Background: an optimization exercise with open tools, aiming at small area, a short achievable clock period and few clock cycles per item. Do not read the settings as production practice. RTL that was checked went through simulation tests only; none was proved equivalent to the original. No activity file was given, so power comes from the tool's default toggle rates.

== rev 12 ==
==> flow/design.v <==
package mada_pkg;
  localparam int WINDOW_SIZE_DEFAULT = 20;
  localparam int SAMPLE_W            = 12;
  localparam int PERIOD_W            = 8;
  localparam int CFG_INDEX_W         = 4;
  localparam int CFG_DATA_W          = 12;
endpackage
module moving_average_deviation_alarm #(
  parameter int WINDOW_SIZE = mada_pkg::WINDOW_SIZE_DEFAULT
) (
  input  logic        clk,
  input  logic        rst,
  input  logic        in_valid,
  output logic        in_stall,
  input  logic [11:0] sample,
  output logic        out_valid,
  input  logic        out_stall,
  output logic [11:0] average,
  output logic [11:0] deviation,
  output logic        alarm,
  output logic        report_due,
  output logic        initialized,
  input  logic        cfg_valid,
  output logic        cfg_ready,
  input  logic [3:0]  cfg_index,
  input  logic [11:0] cfg_data
);
  localparam logic [351:0] DIV_HI = 352'b1100011001011000000000101110010111011001100110101100100101001100101010000000010011001011100100110011000110010010000110010100000000000111100101101110011001011011001000110011001001100000000010110010110101001100101001100100010001100100100000000000111001011001100110010010110010000100110010001000000000001100101100010011001000011001000000011001000000000000;
  localparam logic [191:0] DIV_LO = 192'b110001110000101100101011101010101001101000100100100011100010100001100000011100011011011010011001011000010100010011010010010001010000001100001011001010001001001000000100000011000010000001000000;
  localparam logic [255:0] DIV_C = 256'b0000000000000000000000000000000000000000000000000000000000000000000000000000000000000000000000000000000000001011101010011000010000000000000010101001100001000011000000000000100110000100001100100000000000001000010000110010000100000000000001000011001000010000;
  logic [11:0] thr, vlo, vhi;
  logic [7:0]  per;
  assign cfg_ready = 1'b1;
  always_ff @(posedge clk) begin
    if (rst) begin
      thr <= 12'd32;
      vlo <= 12'd16;
      vhi <= 12'd1600;
      per <= 8'd10;
    end else if (cfg_valid) begin
      case (cfg_index)
        4'd0: thr <= cfg_data;
        4'd1: vlo <= cfg_data;
        4'd2: vhi <= cfg_data;
        4'd3: per <= cfg_data[7:0];
        default: ;
      endcase
    end
  end
  logic        adv, acc;
  logic        skid_v;
  logic [11:0] skid_d;
  logic [11:0] in_w, sbi;
  logic [10:0] dhi;
  logic [5:0]  dli;
  assign adv      = !(out_valid && out_stall);
  assign in_stall = skid_v;
  assign acc      = in_valid && !skid_v;
  always_ff @(posedge clk) begin
    if (rst) skid_v <= 1'b0;
    else     skid_v <= !adv && (skid_v || acc);
  end
  always_ff @(posedge clk) begin
    if (!skid_v) skid_d <= sample;
  end
  assign in_w = skid_v ? skid_d : sample;
  assign sbi  = {~in_w[11], in_w[10:0]};
  assign dhi  = DIV_HI[11*sbi[11:7] +: 11];
  assign dli  = DIV_LO[6*sbi[6:2] +: 6];
  logic        v0;
  logic [11:0] s0;
  logic [7:0]  qh0;
  logic [2:0]  rh0, lq0, lr0;
  logic [7:0]  cnt;
  logic [3:0]  dc;
  logic        junkq;
  logic [7:0]  q0;
  logic [4:0]  r0;
  logic        inr0, rep0;
  always_ff @(posedge clk) begin
    if (rst) v0 <= 1'b0;
    else if (adv) v0 <= skid_v || acc;
  end
  always_ff @(posedge clk) begin
    if (adv) begin
      s0  <= in_w;
      qh0 <= dhi[10:3];
      rh0 <= dhi[2:0];
      lq0 <= dli[5:3];
      lr0 <= dli[2:0];
    end
  end
  assign dc = DIV_C[4*{rh0, lr0} +: 4];
  assign {q0, junkq} = {qh0, dc[3]} + {5'd0, lq0, dc[3]};
  assign r0 = {dc[2:0], s0[1:0]};
  logic [4:0]        rtail_n;
  logic signed [5:0] dr0;
  assign dr0  = $signed({1'b0, r0}) - $signed({1'b0, rtail_n});
  assign inr0 = ($signed(s0) > $signed(vlo)) && ($signed(s0) < $signed(vhi));
  assign rep0 = (cnt >= per);
  always_ff @(posedge clk) begin
    if (rst) cnt <= 8'd0;
    else if (adv && v0) cnt <= rep0 ? 8'd1 : cnt + 8'd1;
  end
  logic        v1, inr1, rep1;
  logic [7:0]  q1;
  logic [4:0]  r1;
  logic signed [5:0] dr1;
  logic [11:0] s1;
  always_ff @(posedge clk) begin
    if (rst) v1 <= 1'b0;
    else if (adv) v1 <= v0;
  end
  always_ff @(posedge clk) begin
    if (adv) begin
      q1   <= q0;
      r1   <= r0;
      dr1  <= dr0;
      s1   <= s0;
      inr1 <= inr0;
      rep1 <= rep0;
    end
  end
  logic [7:0]        wq [0:19];
  logic [4:0]        wr [0:19];
  logic [4:0]        kcnt;
  logic              kfull;
  logic              filled;
  logic [4:0]        R;
  logic              fill, upd, push;
  logic [7:0]        qt_n;
  logic signed [6:0] rx;
  logic              cp, cn;
  logic [4:0]        rn;
  logic [8:0]        x1;
  assign fill  = v1 && !filled && inr1;
  assign upd   = v1 && filled;
  assign push  = adv && v1;
  assign qt_n    = fill ? q1 : (kfull ? wq[18] : wq[19]);
  assign rtail_n = !v1 ? wr[19] : (fill ? r1 : (kfull ? wr[18] : wr[19]));
  assign rx    = $signed({2'b0, R}) + 7'(dr1);
  assign cn    = rx[6];
  assign cp    = !rx[6] && (rx >= 7'sd20);
  assign rn    = cn ? 5'(rx + 7'sd20) : (cp ? 5'(rx - 7'sd20) : rx[4:0]);
  logic [8:0]        xm, x0;
  logic              junkx;
  assign xm    = {1'b0, q1} + {1'b1, ~wq[19]};
  assign {x0, junkx} = {1'b0, q1, 1'b1} + {1'b1, ~wq[19], 1'b1};
  assign x1    = cn ? xm : x0;
  always_ff @(posedge clk) begin
    if (push) begin
      wq[0] <= q1;
      wr[0] <= r1;
      for (int i = 1; i < 19; i++) begin
        wq[i] <= wq[i-1];
        wr[i] <= wr[i-1];
      end
      wq[19] <= qt_n;
      wr[19] <= rtail_n;
    end
  end
  always_ff @(posedge clk) begin
    if (rst) filled <= 1'b0;
    else if (adv && fill) filled <= 1'b1;
  end
  always_ff @(posedge clk) begin
    if (adv) begin
      if (fill) begin
        kcnt  <= 5'd0;
        kfull <= 1'b0;
        R     <= 5'd0;
      end else if (upd) begin
        R <= rn;
        if (!kfull) kcnt <= kcnt + 5'd1;
        if (kcnt == 5'd18) kfull <= 1'b1;
      end
    end
  end
  logic        v2, fill2, upd2, cp2, rep2, init2;
  logic [8:0]  x2;
  logic [11:0] s2;
  logic [11:0] Q, qn, qu;
  logic        junkqu;
  assign {qu, junkqu} = {Q, cp2} + {{3{x2[8]}}, x2, cp2};
  assign qn = fill2 ? {~s2[11], s2[10:0]} : (upd2 ? qu : Q);
  always_ff @(posedge clk) begin
    if (rst) v2 <= 1'b0;
    else if (adv) v2 <= v1;
  end
  always_ff @(posedge clk) begin
    if (adv) begin
      fill2 <= fill;
      upd2  <= upd;
      x2    <= x1;
      cp2   <= cp;
      s2    <= s1;
      rep2  <= rep1;
      init2 <= filled || fill;
    end
  end
  always_ff @(posedge clk) begin
    if (adv) begin
      Q <= qn;
    end
  end
  logic        v3, upd3, rep3, init3, corr;
  logic [11:0] s3;
  logic [12:0] nsb3;
  always_ff @(posedge clk) begin
    if (rst) v3 <= 1'b0;
    else if (adv) v3 <= v2;
  end
  always_ff @(posedge clk) begin
    if (adv) begin
      upd3  <= upd2;
      s3    <= s2;
      nsb3  <= 13'd0 - {1'b0, ~s2[11], s2[10:0]};
      rep3  <= rep2;
      init3 <= init2;
      corr  <= !qn[11] && (R != 5'd0);
    end
  end
  logic        zero, thr0, junk0, junk1, junk2, junk3;
  logic [11:0] sb3, avgb;
  logic [12:0] dpos, dng;
  logic [11:0] dev;
  logic [13:0] ua, ub, uc, s1v, c1v, t1;
  logic [13:0] va, vb, vc, s2v, c2v, t2;
  assign sb3  = {~s3[11], s3[10:0]};
  assign avgb = Q + {11'd0, corr};
  assign {dpos, junk0} = {1'b0, sb3, 1'b1} + {1'b1, ~Q, !corr};
  assign {dng, junk3}  = {1'b0, Q, corr} + {nsb3, corr};
  assign thr0 = (thr == 12'd0);
  assign zero = !upd3 || (s3 == 12'd0) || (Q == 12'h800 && !corr) || (Q == 12'h7FF && corr);
  assign dev  = zero ? 12'd0 : (dpos[12] ? dng[11:0] : dpos[11:0]);
  assign ua  = {2'b00, sb3};
  assign ub  = {2'b11, ~Q};
  assign uc  = {2'b11, ~thr};
  assign s1v = ua ^ ub ^ uc;
  assign c1v = (ua & ub) | (ua & uc) | (ub & uc);
  assign {t1, junk1} = {s1v, 1'b1} + {c1v[12:0], !corr, 1'b1};
  assign va  = {2'b00, Q};
  assign vb  = {nsb3[12], nsb3};
  assign vc  = {2'b11, ~thr};
  assign s2v = va ^ vb ^ vc;
  assign c2v = (va & vb) | (va & vc) | (vb & vc);
  assign {t2, junk2} = {s2v, corr} + {c2v[12:0], 1'b1, corr};
  always_ff @(posedge clk) begin
    if (rst) out_valid <= 1'b0;
    else if (adv) out_valid <= v3;
  end
  always_ff @(posedge clk) begin
    if (adv) begin
      average     <= upd3 ? (avgb ^ 12'h800) : 12'd0;
      deviation   <= dev;
      alarm       <= thr0 || (!zero && (!t1[13] || !t2[13]));
      report_due  <= rep3;
      initialized <= init3;
    end
  end
endmodule
clock: 5.5 ns
lec_check: 0
cap_margin: 20
core_margin: 2
core_utilization: 65
cts_cluster_diameter: 80
cts_cluster_size: 30
setup_slack_margin: 2.7
slew_margin: 20
standard.sh (not shown) runs the stock make flow with config.mk's settings and CLKGATE_MAP_FILE= SYNTH_SCRIPT=/design/flow/synth_recipe.tcl, a recipe that flattens the netlist after the stock synthesis.
==> flow/flow/run.sh <==
#!/bin/bash
# The standard layout (standard.sh: ORFS synthesis to finish), except that
# buffer_ports puts sky130_fd_sc_hd__buf_2 cells on the input and output ports
# instead of its default choice (sky130_fd_sc_hd__clkdlybuf4s50_1).
# make's full output goes to standard.log; ORFS keeps each step's log under
# orfs/logs/.
set -o pipefail
export BUFFER_PORTS_ARGS="-buffer_cell sky130_fd_sc_hd__buf_2"
bash standard.sh > standard.log 2>&1
Testbench counts of rev 12, summed over its fixed seeds: cycles 3,240, items 3,200.
Changes in rev 13 relative to rev 12:
--- a/flow/design.v
+++ b/flow/design.v
@@ -68,18 +68,17 @@
   assign dhi  = DIV_HI[11*sbi[11:7] +: 11];
   assign dli  = DIV_LO[6*sbi[6:2] +: 6];
   logic        v0;
   logic [11:0] s0;
   logic [7:0]  qh0;
   logic [2:0]  rh0, lq0, lr0;
-  logic [7:0]  cnt;
   logic [3:0]  dc;
   logic        junkq;
   logic [7:0]  q0;
   logic [4:0]  r0;
-  logic        inr0, rep0;
+  logic        inr0;
   always_ff @(posedge clk) begin
     if (rst) v0 <= 1'b0;
     else if (adv) v0 <= skid_v || acc;
   end
   always_ff @(posedge clk) begin
     if (adv) begin
@@ -94,18 +93,13 @@
   assign {q0, junkq} = {qh0, dc[3]} + {5'd0, lq0, dc[3]};
   assign r0 = {dc[2:0], s0[1:0]};
   logic [4:0]        rtail_n;
   logic signed [5:0] dr0;
   assign dr0  = $signed({1'b0, r0}) - $signed({1'b0, rtail_n});
   assign inr0 = ($signed(s0) > $signed(vlo)) && ($signed(s0) < $signed(vhi));
-  assign rep0 = (cnt >= per);
-  always_ff @(posedge clk) begin
-    if (rst) cnt <= 8'd0;
-    else if (adv && v0) cnt <= rep0 ? 8'd1 : cnt + 8'd1;
-  end
-  logic        v1, inr1, rep1;
+  logic        v1, inr1;
   logic [7:0]  q1;
   logic [4:0]  r1;
   logic signed [5:0] dr1;
   logic [11:0] s1;
   always_ff @(posedge clk) begin
     if (rst) v1 <= 1'b0;
@@ -115,13 +109,12 @@
     if (adv) begin
       q1   <= q0;
       r1   <= r0;
       dr1  <= dr0;
       s1   <= s0;
       inr1 <= inr0;
-      rep1 <= rep0;
     end
   end
   logic [7:0]        wq [0:19];
   logic [4:0]        wr [0:19];
   logic [4:0]        kcnt;
   logic              kfull;
@@ -173,13 +166,13 @@
         R <= rn;
         if (!kfull) kcnt <= kcnt + 5'd1;
         if (kcnt == 5'd18) kfull <= 1'b1;
       end
     end
   end
-  logic        v2, fill2, upd2, cp2, rep2, init2;
+  logic        v2, fill2, upd2, cp2;
   logic [8:0]  x2;
   logic [11:0] s2;
   logic [11:0] Q, qn, qu;
   logic        junkqu;
   assign {qu, junkqu} = {Q, cp2} + {{3{x2[8]}}, x2, cp2};
   assign qn = fill2 ? {~s2[11], s2[10:0]} : (upd2 ? qu : Q);
@@ -191,35 +184,32 @@
     if (adv) begin
       fill2 <= fill;
       upd2  <= upd;
       x2    <= x1;
       cp2   <= cp;
       s2    <= s1;
-      rep2  <= rep1;
-      init2 <= filled || fill;
     end
   end
   always_ff @(posedge clk) begin
     if (adv) begin
       Q <= qn;
     end
   end
-  logic        v3, upd3, rep3, init3, corr;
+  logic        v3, upd3, fill3, corr;
   logic [11:0] s3;
   logic [12:0] nsb3;
   always_ff @(posedge clk) begin
     if (rst) v3 <= 1'b0;
     else if (adv) v3 <= v2;
   end
   always_ff @(posedge clk) begin
     if (adv) begin
       upd3  <= upd2;
       s3    <= s2;
       nsb3  <= 13'd0 - {1'b0, ~s2[11], s2[10:0]};
-      rep3  <= rep2;
-      init3 <= init2;
+      fill3 <= fill2;
       corr  <= !qn[11] && (R != 5'd0);
     end
   end
   logic        zero, thr0, junk0, junk1, junk2, junk3;
   logic [11:0] sb3, avgb;
   logic [12:0] dpos, dng;
@@ -242,20 +232,27 @@
   assign va  = {2'b00, Q};
   assign vb  = {nsb3[12], nsb3};
   assign vc  = {2'b11, ~thr};
   assign s2v = va ^ vb ^ vc;
   assign c2v = (va & vb) | (va & vc) | (vb & vc);
   assign {t2, junk2} = {s2v, corr} + {c2v[12:0], 1'b1, corr};
+  logic [7:0] cnt;
+  logic       rep;
+  assign rep = (cnt >= per);
+  always_ff @(posedge clk) begin
+    if (rst) cnt <= 8'd0;
+    else if (adv && v3) cnt <= rep ? 8'd1 : cnt + 8'd1;
+  end
   always_ff @(posedge clk) begin
     if (rst) out_valid <= 1'b0;
     else if (adv) out_valid <= v3;
   end
   always_ff @(posedge clk) begin
     if (adv) begin
       average     <= upd3 ? (avgb ^ 12'h800) : 12'd0;
       deviation   <= dev;
       alarm       <= thr0 || (!zero && (!t1[13] || !t2[13]));
-      report_due  <= rep3;
-      initialized <= init3;
+      report_due  <= rep;
+      initialized <= upd3 || fill3;
     end
   end
 endmodule
## What came out
- There was hardly any difference in switching share of power between rev 12 and rev 13.
- Via count of the first global-routing pass, rev 13 and rev 12: lower on rev 13
- There was hardly any difference in final critical delay including setup and external delays between rev 13 and rev 12.
- Rev 13 vs rev 12: proportion of synthesized chip area in sequential cells down in rev 13
- Between rev 13 and rev 12, the internal portion of total power figures differ only marginally.
- Compared with rev 12, rev 13 shows final RePlAce weighted congestion that has gone down by a few percent.
Testbench counts of rev 13, summed over its fixed seeds: cycles 3,240, items 3,200.

purple:
RTL: the design.v shown in full above, as it stands there.
Settings: LEC_CHECK=0, CAP_MARGIN=20, CORE_MARGIN=2, CORE_UTILIZATION=65, CTS_CLUSTER_DIAMETER=80, CTS_CLUSTER_SIZE=30, SETUP_SLACK_MARGIN=2.7, SLEW_MARGIN=20; clock period 5.5 ns.
run.sh (not shown) runs the stock make flow with config.mk's settings and CLKGATE_MAP_FILE= SYNTH_SCRIPT=/design/flow/synth_recipe.tcl, a recipe that flattens the netlist after the stock synthesis.
Stock flow here: none of the scripts above is used.
Testbench counts of purple, summed over its fixed seeds: cycles 3,240, items 3,200.
For blue, these inputs were changed with respect to purple:
--- a/flow/design.v
+++ b/flow/design.v
@@ -141,13 +141,9 @@
   assign rx    = $signed({2'b0, R}) + 7'(dr1);
   assign cn    = rx[6];
   assign cp    = !rx[6] && (rx >= 7'sd20);
   assign rn    = cn ? 5'(rx + 7'sd20) : (cp ? 5'(rx - 7'sd20) : rx[4:0]);
-  logic [8:0]        xm, x0;
-  logic              junkx;
-  assign xm    = {1'b0, q1} + {1'b1, ~wq[19]};
-  assign {x0, junkx} = {1'b0, q1, 1'b1} + {1'b1, ~wq[19], 1'b1};
-  assign x1    = cn ? xm : x0;
+  assign x1    = {1'b0, q1} - {1'b0, wq[19]};
   always_ff @(posedge clk) begin
     if (push) begin
       wq[0] <= q1;
       wr[0] <= r1;
@@ -175,15 +171,12 @@
         if (kcnt == 5'd18) kfull <= 1'b1;
       end
     end
   end
-  logic        v2, fill2, upd2, cp2, rep2, init2;
+  logic        v2, fill2, upd2, cp2, cn2, rep2, init2;
   logic [8:0]  x2;
   logic [11:0] s2;
-  logic [11:0] Q, qn, qu;
-  logic        junkqu;
-  assign {qu, junkqu} = {Q, cp2} + {{3{x2[8]}}, x2, cp2};
-  assign qn = fill2 ? {~s2[11], s2[10:0]} : (upd2 ? qu : Q);
+  logic [11:0] Q;
   always_ff @(posedge clk) begin
     if (rst) v2 <= 1'b0;
     else if (adv) v2 <= v1;
   end
@@ -192,19 +185,21 @@
       fill2 <= fill;
       upd2  <= upd;
       x2    <= x1;
       cp2   <= cp;
+      cn2   <= cn;
       s2    <= s1;
       rep2  <= rep1;
       init2 <= filled || fill;
     end
   end
   always_ff @(posedge clk) begin
     if (adv) begin
-      Q <= qn;
-    end
-  end
-  logic        v3, upd3, rep3, init3, corr;
+      if (fill2) Q <= {~s2[11], s2[10:0]};
+      else if (upd2) Q <= Q + {{3{x2[8]}}, x2} + {11'd0, cp2} - {11'd0, cn2};
+    end
+  end
+  logic        v3, upd3, rep3, init3, rnz3;
   logic [11:0] s3;
   logic [12:0] nsb3;
   always_ff @(posedge clk) begin
     if (rst) v3 <= 1'b0;
@@ -216,17 +211,18 @@
       s3    <= s2;
       nsb3  <= 13'd0 - {1'b0, ~s2[11], s2[10:0]};
       rep3  <= rep2;
       init3 <= init2;
-      corr  <= !qn[11] && (R != 5'd0);
-    end
-  end
-  logic        zero, thr0, junk0, junk1, junk2, junk3;
+      rnz3  <= (R != 5'd0);
+    end
+  end
+  logic        corr, zero, thr0, junk0, junk1, junk2, junk3;
   logic [11:0] sb3, avgb;
   logic [12:0] dpos, dng;
   logic [11:0] dev;
   logic [13:0] ua, ub, uc, s1v, c1v, t1;
   logic [13:0] va, vb, vc, s2v, c2v, t2;
+  assign corr = !Q[11] && rnz3;
   assign sb3  = {~s3[11], s3[10:0]};
   assign avgb = Q + {11'd0, corr};
   assign {dpos, junk0} = {1'b0, sb3, 1'b1} + {1'b1, ~Q, !corr};
   assign {dng, junk3}  = {1'b0, Q, corr} + {nsb3, corr};
Notes after the runs:
There was hardly any difference in sequential share of layout area between purple and blue. Re count of cells along the worst register-to-register path: blue is 1 up on purple. blue vs. purple: first-iteration DRC count -5.9%, buffer share of cell area -0.18 points, per-instance average area after synthesis dropped 1.4%, routed wire length grew by about 3%. purple -> blue: count of clock-buffer cells in the layout delta 0, exact match. Going from purple to blue, synthesized-area fraction occupied by ao, oa, aoi and oai cells -1.4 points, synthesized area has increased. Compared to purple, blue has minimum clock period 30 ps lower. CTS buffer count: blue vs purple down about 4%. Comparing purple and blue, the higher combined global-route utilization of all metal layers is on blue. As far as last weighted congestion value of the routability-driven placer is concerned, purple and blue perform about the same. Status: summed area of non-filler cells in the final layout parity (blue, purple).
No functional check of the RTL was part of blue.

## afterwards: timing with drivers on the ports
The flow's constraints put no driver on any port. The routed layouts listed below were extracted and timed again, unchanged, in two steps.
Step 1 assumes that a clkbuf_16 drives the clock port and a buf_2 every other input.
Step 2 times the ports against the registers' clock, not the clock port: input delays grow and output delays shrink by t, the midpoint of the rising clock arrivals with the driver on.
Slacks: no drivers / after step 1 / after step 2; pairs: no drivers / after step 1.
run	t (ns)	slack for setup (ns)	slew at the worst register clock pin (ns)	pins driven straight from the clock port
rev 12	0.599	2.755 / 2.755 / 2.311	0.11 / 0.11	1
rev 13	0.627	2.755 / 2.755 / 2.296	0.11 / 0.11	1
purple	0.611	2.731 / 2.680 / 2.195	0.11 / 0.11	1
blue	0.611	2.760 / 2.760 / 2.213	0.11 / 0.11	1
After both steps setup and hold are still met in every run listed. For blue, which loses most, drivers alone change the setup slack by 0.000 ns; drivers and shift together by -0.547 ns.
